Background: an optimization exercise with open tools, aiming at small area, a short achievable clock period and few clock cycles per item. Do not read the settings as production practice. Where RTL was checked, it was by simulation tests only, not by an equivalence proof against the original. Power figures rest on the tool's default switching activity, not on a simulated workload.

## text_to_integer_any_base_top
module text_to_integer_any_base_top (
	input  logic                      clk,
	input  logic                      arst_n,
	input  logic                      chars_valid,
	output logic                      chars_ready,
	input  logic [7:0]                chars_ch,
	output logic                      result_valid,
	input  logic                      result_ready,
	output logic signed [31:0]        result_value,
	output logic                      result_base_ok,
	input  logic                      cfg_valid,
	output logic                      cfg_ready,
	input  logic [1:0]                cfg_index,
	input  logic [63:0]               cfg_data
);
Size: ~1300 cells after synthesis, roughly 190 flip-flops, roughly 120 I/O pins, about 15000 sq um of cells after synthesis.
==> flow/config.mk <==
export PLATFORM = sky130hd
export DESIGN_NAME = text_to_integer_any_base_top
export DESIGN_NICKNAME = text_to_integer_any_base_top
export VERILOG_FILES = /design/flow/design.v
export SDC_FILE = /design/flow/constraint.sdc
export NUM_CORES = 4
export LEC_CHECK = 0
export ABC_CLOCK_PERIOD_IN_PS = 3000
export CAP_MARGIN = 20
export CORE_MARGIN = 2
export CORE_UTILIZATION = 40
export SETUP_SLACK_MARGIN = 3.5
export SLEW_MARGIN = 20
==> flow/constraint.sdc <==
create_clock -name core_clock -period 7.0 [get_ports {clk}]
set_input_delay 1.4000 -clock core_clock [delete_from_list [all_inputs] [get_ports {clk}]]
set_output_delay 1.4000 -clock core_clock [all_outputs]
set_load 0.01 [all_outputs]
run.sh (not shown) runs the stock make flow with config.mk's settings and CLKGATE_MAP_FILE= SYNTH_SCRIPT=/design/flow/synth_recipe.tcl, a recipe that flattens the netlist after the stock synthesis.
Then changed:
Settings changed: ABC_CLOCK_PERIOD_IN_PS 3000 to default, SETUP_SLACK_MARGIN 3.5 to default.
=> Cell count drops by a little under a tenth. Wire length decreases by roughly a tenth. First-iteration DRC count shrinks by a quarter to a third. Synthesized area stays the same. Via count drops by a little under a tenth. Sequential power barely changes. Cell area shrinks by roughly a tenth. Power shrinks by about a fifth. Fmax went down by about a fifth. Clock-buffer cell count went down by 2. Worst setup slack is worse by 1.4 ns.
No run of this note included a check of the RTL's function; only the layout flow was run.


== job 101 ==
text_to_integer_any_base_top, a different RTL version from the one above (not shown whole).
For scale: ~1400 cells after synthesis, ~120 I/O pins.
// text_to_integer_any_base_top
module text_to_integer_any_base_top (
	input  logic                      clk,
	input  logic                      arst_n,
	input  logic                      chars_valid,
	output logic                      chars_ready,
	input  logic [7:0]                chars_ch,
	output logic                      result_valid,
	input  logic                      result_ready,
	output logic signed [31:0]        result_value,
	output logic                      result_base_ok,
	input  logic                      cfg_valid,
	output logic                      cfg_ready,
	input  logic [1:0]                cfg_index,
	input  logic [63:0]               cfg_data
);
==> flow/config.mk <==
export PLATFORM = sky130hd
export DESIGN_NAME = text_to_integer_any_base_top
export DESIGN_NICKNAME = text_to_integer_any_base_top
export VERILOG_FILES = /design/flow/design.v
export SDC_FILE = /design/flow/constraint.sdc
export NUM_CORES = 4
export LEC_CHECK = 0
export CAP_MARGIN = 20
export CORE_MARGIN = 2
export CORE_UTILIZATION = 60
export CTS_BUF_LIST = sky130_fd_sc_hd__clkbuf_8
export SETUP_SLACK_MARGIN = 3.5
export SLEW_MARGIN = 20
==> flow/constraint.sdc <==
create_clock -name core_clock -period 7.0 [get_ports {clk}]
set_input_delay 1.4000 -clock core_clock [delete_from_list [all_inputs] [get_ports {clk}]]
set_output_delay 1.4000 -clock core_clock [all_outputs]
set_load 0.01 [all_outputs]
standard.sh (not shown) runs the stock make flow with config.mk's settings and CLKGATE_MAP_FILE= SYNTH_SCRIPT=/design/flow/synth_recipe.tcl, a recipe that flattens the netlist after the stock synthesis.
==> flow/flow/run.sh <==
#!/bin/bash
# The standard layout (standard.sh: unchanged synthesis and steps), with two
# sizing choices: the input and output ports are buffered with the smallest
# buffer, and the full-adder cells of the synthesized netlist are swapped
# for the next drive strength (fa_1 -> fa_2) before floorplanning.
set -euo pipefail
export BUFFER_PORTS_ARGS="-buffer_cell sky130_fd_sc_hd__buf_1"
bash standard.sh synth > standard_synth.log 2>&1
R=orfs/results/sky130hd/text_to_integer_any_base_top/base
cat > upsize_fa.tcl <<EOT
read_db $R/1_synth.odb
set db [ord::get_db]
set block [[\$db getChip] getBlock]
set fa2 [\$db findMaster sky130_fd_sc_hd__fa_2]
set n 0
foreach inst [\$block getInsts] {
  if {[[\$inst getMaster] getName] eq "sky130_fd_sc_hd__fa_1"} {
    \$inst swapMaster \$fa2
    incr n
  }
}
puts "swapped \$n full adders"
write_db $R/1_synth.odb
EOT
openroad -no_init -exit upsize_fa.tcl > upsize_fa.log 2>&1
bash standard.sh > standard.log 2>&1
Job 101 | stages: all done | timing, DRC, antenna: all pass
Testbench counts of job 101, summed over its fixed seeds: cycles 18,101, chars 17,357.
#### Input delta (job 102 over job 101)
==> flow/run.sh (new file) <==
#!/bin/bash
# synth_recipe.tcl (not shown) runs the flow's synth.tcl, then flattens the netlist and writes it again
# the make line also repeats each setting of config.mk as NAME=value (left out here)
make -C /OpenROAD-flow-scripts/flow DESIGN_CONFIG=/design/flow/config.mk WORK_HOME=/design/flow/orfs CLKGATE_MAP_FILE= SYNTH_SCRIPT=/design/flow/synth_recipe.tcl finish
removed: flow/flow/run.sh
removed: flow/standard.sh
Job 102: done, clean on timing, DRC and antenna. Relative slew slack was higher in job 102 than in job 101. Relative to job 101, the leakage power total of job 102 is higher by 0.34 nW. Relative to job 101, power per cell area decreased by about 1.6% in job 102.


== the baseline ==
Another version of the RTL of text_to_integer_any_base_top (not shown whole).
Size: roughly 1200 cells after synthesis, roughly 190 flip-flops, roughly 120 I/O pins, ~0.014 sq mm of cells after synthesis.
Settings: LEC_CHECK=0, CAP_MARGIN=20, CORE_MARGIN=2, CORE_UTILIZATION=40, GPL_TIMING_DRIVEN=1, SETUP_SLACK_MARGIN=5.0, SLEW_MARGIN=20, TNS_END_PERCENT=100; clock period 7.0 ns.
run.sh (not shown) runs the stock make flow with config.mk's settings and CLKGATE_MAP_FILE= SYNTH_SCRIPT=/design/flow/synth_recipe.tcl, a recipe that flattens the netlist after the stock synthesis.
Stock flow here: none of the scripts above is used.
Testbench counts of the baseline, summed over its fixed seeds: cycles 18,053, chars 17,357.
Relative to the baseline, the following input files were edited for the candidate:
Settings: removing TNS_END_PERCENT (formerly 100); removing GPL_TIMING_DRIVEN (formerly 1).
Findings:
- As far as fraction of area in clock buffers and inverters goes, the candidate and the baseline are indistinguishable; the numbers are identical.
- Between the candidate and the baseline, the proportion of power drawn by flip-flops and latches does not differ in any meaningful way.
- The baseline -> the candidate: share of the cycle needed by the critical path after routing flat
- Re net load switching power: no difference whatsoever between the candidate and the baseline.
- Re wire length: no difference whatsoever between the candidate and the baseline.
- Re time the worst path needs with I/O delays and setup: no difference whatsoever between the candidate and the baseline.
- Comparing the baseline against the candidate, there is no change at all in worst setup slack.


## try-xenon
Another version of the RTL of text_to_integer_any_base_top (not shown whole).
Size: about 1,400 cells after synthesis, ~120 I/O pins, roughly 16,000 um^2 of cells after synthesis.
// text_to_integer_any_base_top
module text_to_integer_any_base_top (
	input  logic                      clk,
	input  logic                      arst_n,
	input  logic                      chars_valid,
	output logic                      chars_ready,
	input  logic [7:0]                chars_ch,
	output logic                      result_valid,
	input  logic                      result_ready,
	output logic signed [31:0]        result_value,
	output logic                      result_base_ok,
	input  logic                      cfg_valid,
	output logic                      cfg_ready,
	input  logic [1:0]                cfg_index,
	input  logic [63:0]               cfg_data
);
export LEC_CHECK = 0
export CAP_MARGIN = 20
export CORE_MARGIN = 2
export CORE_UTILIZATION = 40
export CTS_BUF_LIST = sky130_fd_sc_hd__clkbuf_4
export SETUP_SLACK_MARGIN = 3.5
export SLEW_MARGIN = 20
create_clock -name core_clock -period 7.0 [get_ports {clk}]
try-xenon finished all stages; the layout is clean.
#### Input delta (try-violet over try-xenon)
--- a/flow/config.mk
+++ b/flow/config.mk
@@ -10,2 +10,2 @@
-export CORE_UTILIZATION = 40
-export CTS_BUF_LIST = sky130_fd_sc_hd__clkbuf_4
+export CORE_UTILIZATION = 60
+export CTS_BUF_LIST = sky130_fd_sc_hd__clkbuf_8
--- outcome ---
try-violet was carried through to the last stage, and its layout satisfied the timing, DRC and antenna checks.
try-violet against try-xenon: die extent in y moved down; sequential share of layout area moved up; number of setup violations in the final report level.
Delta (try-violet minus try-xenon): count of clock-buffer cells in the layout saw a decrease, final critical-path setup slack saw an increase.
[compare] base=try-xenon new=try-violet: worst slew margin relative to its limit has remained practically unchanged; routed wire length has decreased; share of cells above drive strength 1 has decreased; cell area has decreased; final net count has decreased.
Function was not checked in any run of this note: the RTL went through the layout flow alone.


== beta ==
RTL: one of the versions met above, not the one the previous note started from.
For scale: roughly 1400 cells after synthesis, roughly 250 flip-flops, ~120 I/O pins, ~16000 um2 of cells after synthesis.
// text_to_integer_any_base_top
module text_to_integer_any_base_top (
	input  logic                      clk,
	input  logic                      arst_n,
	input  logic                      chars_valid,
	output logic                      chars_ready,
	input  logic [7:0]                chars_ch,
	output logic                      result_valid,
	input  logic                      result_ready,
	output logic signed [31:0]        result_value,
	output logic                      result_base_ok,
	input  logic                      cfg_valid,
	output logic                      cfg_ready,
	input  logic [1:0]                cfg_index,
	input  logic [63:0]               cfg_data
);
	logic [15:0][7:0] alpha;
	logic [4:0]       radix;
	logic [1:0]       written;
	logic             cfg_fire;
	tti_cfg u_cfg (
		.clk       (clk),
		.arst_n    (arst_n),
		.cfg_valid (cfg_valid),
		.cfg_ready (cfg_ready),
		.cfg_index (cfg_index),
		.cfg_data  (cfg_data),
		.alpha     (alpha),
		.radix     (radix),
		.written   (written),
		.cfg_fire  (cfg_fire)
	);
	tti_parse u_parse (
		.clk            (clk),
		.arst_n         (arst_n),
		.chars_valid    (chars_valid),
		.chars_ready    (chars_ready),
  ...
==> flow/config.mk <==
export PLATFORM = sky130hd
export DESIGN_NAME = text_to_integer_any_base_top
export DESIGN_NICKNAME = text_to_integer_any_base_top
export VERILOG_FILES = /design/flow/design.v
export SDC_FILE = /design/flow/constraint.sdc
export NUM_CORES = 4
export LEC_CHECK = 0
export CAP_MARGIN = 20
export CORE_MARGIN = 2
export CORE_UTILIZATION = 60
export CTS_BUF_LIST = sky130_fd_sc_hd__clkbuf_8
export SETUP_SLACK_MARGIN = 4.0
export SLEW_MARGIN = 20
==> flow/constraint.sdc <==
create_clock -name core_clock -period 7.0 [get_ports {clk}]
set_input_delay 1.4000 -clock core_clock [delete_from_list [all_inputs] [get_ports {clk}]]
set_output_delay 1.4000 -clock core_clock [all_outputs]
set_load 0.01 [all_outputs]
standard.sh (not shown) runs the stock make flow with config.mk's settings and CLKGATE_MAP_FILE= SYNTH_SCRIPT=/design/flow/synth_recipe.tcl, a recipe that flattens the netlist after the stock synthesis.
==> flow/flow/run.sh <==
#!/bin/bash
# The standard layout (standard.sh, unchanged synthesis and steps), except
# that the input and output ports are buffered with the smallest buffer.
set -o pipefail
export BUFFER_PORTS_ARGS="-buffer_cell sky130_fd_sc_hd__buf_1"
bash standard.sh > standard.log 2>&1
Testbench counts of beta, summed over its fixed seeds: cycles 18,101, chars 17,357.
Input changes introduced in gamma (baseline for comparison: beta):
# beta
export LEC_CHECK = 0
export CAP_MARGIN = 20
export CORE_MARGIN = 2
export CORE_UTILIZATION = 60
export CTS_BUF_LIST = sky130_fd_sc_hd__clkbuf_8
export SETUP_SLACK_MARGIN = 4.0
export SLEW_MARGIN = 20
create_clock -name core_clock -period 7.0 [get_ports {clk}]
# gamma
export LEC_CHECK = 0
export CAP_MARGIN = 20
export CORE_MARGIN = 2
export CORE_UTILIZATION = 60
export CTS_BUF_LIST = sky130_fd_sc_hd__clkbuf_8
export SETUP_SLACK_MARGIN = 3.5
export SLEW_MARGIN = 20
create_clock -name core_clock -period 7.0 [get_ports {clk}]
### Flow results
Both conditions hold for gamma: the flow ran to the end and the final layout passed the timing, DRC and antenna checks. Clock period minus final worst setup slack: gamma higher than beta. Non-clock buffer count: higher on beta. The post-placement cell area on beta is in line with that on gamma. When the final numbers for beta and gamma were put side by side, the routed wire length turned out to be greater in beta. For the layout overhead on the synthesized area, gamma came in 7.1 points lower than beta did. The higher sequential power of beta and gamma is in gamma. The final reports for gamma and beta show portion of the layout cell area used by clock cells lower in the former. Comparing beta and gamma, the higher total number of vias is on beta.


Setup of trial 94:
RTL: one of the versions met above, not the one the previous note started from.
For scale: ~1,400 cells after synthesis, about 240 flip-flops, roughly 120 I/O pins.
Design text_to_integer_any_base_top, start of the top module:
module text_to_integer_any_base_top (
	input  logic                      clk,
	input  logic                      arst_n,
	input  logic                      chars_valid,
	output logic                      chars_ready,
	input  logic [7:0]                chars_ch,
	output logic                      result_valid,
	input  logic                      result_ready,
	output logic signed [31:0]        result_value,
	output logic                      result_base_ok,
	input  logic                      cfg_valid,
	output logic                      cfg_ready,
	input  logic [1:0]                cfg_index,
	input  logic [63:0]               cfg_data
);
==> flow/config.mk <==
export PLATFORM = sky130hd
export DESIGN_NAME = text_to_integer_any_base_top
export DESIGN_NICKNAME = text_to_integer_any_base_top
export VERILOG_FILES = /design/flow/design.v
export SDC_FILE = /design/flow/constraint.sdc
export NUM_CORES = 4
export LEC_CHECK = 0
export CAP_MARGIN = 20
export CORE_MARGIN = 2
export CORE_UTILIZATION = 40
export CTS_BUF_LIST = sky130_fd_sc_hd__clkbuf_8
export SETUP_SLACK_MARGIN = 3.5
export SLEW_MARGIN = 20
==> flow/constraint.sdc <==
create_clock -name core_clock -period 7.0 [get_ports {clk}]
set_input_delay 1.4000 -clock core_clock [delete_from_list [all_inputs] [get_ports {clk}]]
set_output_delay 1.4000 -clock core_clock [all_outputs]
set_load 0.01 [all_outputs]
run.sh (not shown) runs the stock make flow with config.mk's settings and CLKGATE_MAP_FILE= SYNTH_SCRIPT=/design/flow/synth_recipe.tcl, a recipe that flattens the netlist after the stock synthesis.
Stock flow here: none of the scripts above is used.
Trial 94 finished every stage and its layout cleared the timing, DRC and antenna checks.
Edits applied to the flow inputs when going from trial 94 to trial 86:
# trial 94
export LEC_CHECK = 0
export CAP_MARGIN = 20
export CORE_MARGIN = 2
export CORE_UTILIZATION = 40
export CTS_BUF_LIST = sky130_fd_sc_hd__clkbuf_8
export SETUP_SLACK_MARGIN = 3.5
export SLEW_MARGIN = 20
create_clock -name core_clock -period 7.0 [get_ports {clk}]
# trial 86
export LEC_CHECK = 0
export CAP_MARGIN = 20
export CORE_MARGIN = 2
export CORE_UTILIZATION = 40
export SETUP_SLACK_MARGIN = 3.5
export SLEW_MARGIN = 20
create_clock -name core_clock -period 7.0 [get_ports {clk}]
Findings:
- Looking at final worst-path cycle share, trial 86 sits above trial 94.
- Result: PASS for each of trial 94 and trial 86
- [diff] power consumption, trial 86 relative to trial 94: regression
- Trial 86 has wire length of the first global-routing pass below what trial 94 had.
- Diff trial 94 and trial 86: part of the power in registers higher in trial 94
Function was not checked in any run of this note: the RTL went through the layout flow alone.


Another version of the RTL of text_to_integer_any_base_top (not shown whole).
Size: about 2000 cells after synthesis, about 250 flip-flops, ~120 I/O pins, about 17000 um2 of cells after synthesis.
export LEC_CHECK = 0
export ABC_AREA = 1
export CAP_MARGIN = 20
export CORE_MARGIN = 2
export CORE_UTILIZATION = 40
export SETUP_SLACK_MARGIN = 3.5
export SLEW_MARGIN = 20
create_clock -name core_clock -period 7.0 [get_ports {clk}]
Rerun with:
--- a/flow/config.mk
+++ b/flow/config.mk
@@ -7,3 +7,2 @@
 export LEC_CHECK = 0
-export ABC_AREA = 1
 export CAP_MARGIN = 20
Outcome: Total power went down by 7.9%; synthesized cell count went down by 31%; clock power went down by about 10%; setup slack gains 0.056 ns; cell area went down by 6.0%; count of clock-buffer cells in the layout went up by 2; non-clock buffer count went up by 7; global-route usage went down by 2.8 points.
Rerun with:
--- a/flow/config.mk
+++ b/flow/config.mk
@@ -10,3 +10,3 @@
 export CORE_UTILIZATION = 40
-export SETUP_SLACK_MARGIN = 3.5
+export SETUP_SLACK_MARGIN = 4.0
 export SLEW_MARGIN = 20
Effect: Clock skew went down by 0.0072 ns. Core utilization went up by 2.4 points. Fmax barely changes. Synthesized area does not change. Non-clock buffer count went up by 40. Final area went up by a few percent. Worst setup slack improved by 0.0075 ns. Worst hold slack barely changes.
No run of this note included a check of the RTL's function; only the layout flow was run.

-- afterwards: timing with drivers on the ports --
How much do the figures lean on ideal ports? The routed layouts below were timed once more, with nothing changed but the port constraints.
Step 1 (the two cells are an assumption about what drives the block):
set clk [get_ports {clk}]
set_driving_cell -lib_cell sky130_fd_sc_hd__clkbuf_16 $clk
set_driving_cell -lib_cell sky130_fd_sc_hd__buf_2 [delete_from_list [all_inputs] $clk]
Step 2 also shifts input and output timing later by t, the mid clock arrival at the registers, as if the neighbouring blocks saw the same clock.
Slacks: ideal ports / drivers / drivers and shift; pairs: ideal ports / drivers.
| run | t, ns | slack for setup (ns) | worst hold slack (ns) | clock arrival spread, ns | pins driven straight from the clock port |
|---|---|---|---|---|---|
| the first run of note 1 | 0.512 | 2.078 / 2.078 / 2.078 | 0.500 / 0.500 / 0.500 | 0.018 / 0.019 | 1 |
| the second run of note 1 | 0.514 | 0.696 / 0.696 / 0.696 | 0.467 / 0.467 / 0.467 | 0.019 / 0.019 | 1 |
| job 101 | 0.596 | 3.629 / 3.629 / 3.629 | 0.443 / 0.443 / 0.443 | 0.022 / 0.022 | 1 |
| job 102 | 0.611 | 3.661 / 3.661 / 3.185 | 0.458 / 0.458 / 0.458 | 0.023 / 0.022 | 1 |
| the baseline | 0.500 | 2.484 / 2.484 / 2.484 | 0.484 / 0.484 / 0.484 | 0.020 / 0.020 | 1 |
| the candidate | 0.500 | 2.484 / 2.484 / 2.484 | 0.484 / 0.484 / 0.484 | 0.020 / 0.020 | 1 |
| try-xenon | 0.798 | 3.601 / 3.601 / 3.438 | 0.453 / 0.453 / 0.453 | 0.054 / 0.053 | 1 |
| try-violet | 0.592 | 3.616 / 3.616 / 3.476 | 0.453 / 0.453 / 0.453 | 0.019 / 0.020 | 1 |
| beta | 0.615 | 3.662 / 3.662 / 3.662 | 0.457 / 0.457 / 0.457 | 0.041 / 0.040 | 1 |
| gamma | 0.579 | 3.632 / 3.632 / 3.632 | 0.445 / 0.445 / 0.445 | 0.013 / 0.013 | 1 |
| trial 94 | 0.657 | 3.661 / 3.661 / 3.427 | 0.455 / 0.455 / 0.455 | 0.055 / 0.055 | 1 |
| trial 86 | 0.623 | 3.629 / 3.575 / 3.460 | 0.452 / 0.452 / 0.452 | 0.026 / 0.026 | 1 |
| the first run of note 7 | 0.631 | 3.530 / 3.530 / 3.427 | 0.463 / 0.463 / 0.463 | 0.025 / 0.025 | 1 |
| the second run of note 7 | 0.613 | 3.586 / 3.586 / 3.381 | 0.462 / 0.462 / 0.462 | 0.022 / 0.023 | 1 |
| the third run of note 7 | 0.623 | 3.594 / 3.594 / 3.594 | 0.460 / 0.460 / 0.460 | 0.014 / 0.013 | 1 |
After both steps every run listed still meets setup and hold. For job 102, which loses most, drivers alone change the setup slack by 0.000 ns; drivers and shift together by -0.476 ns.
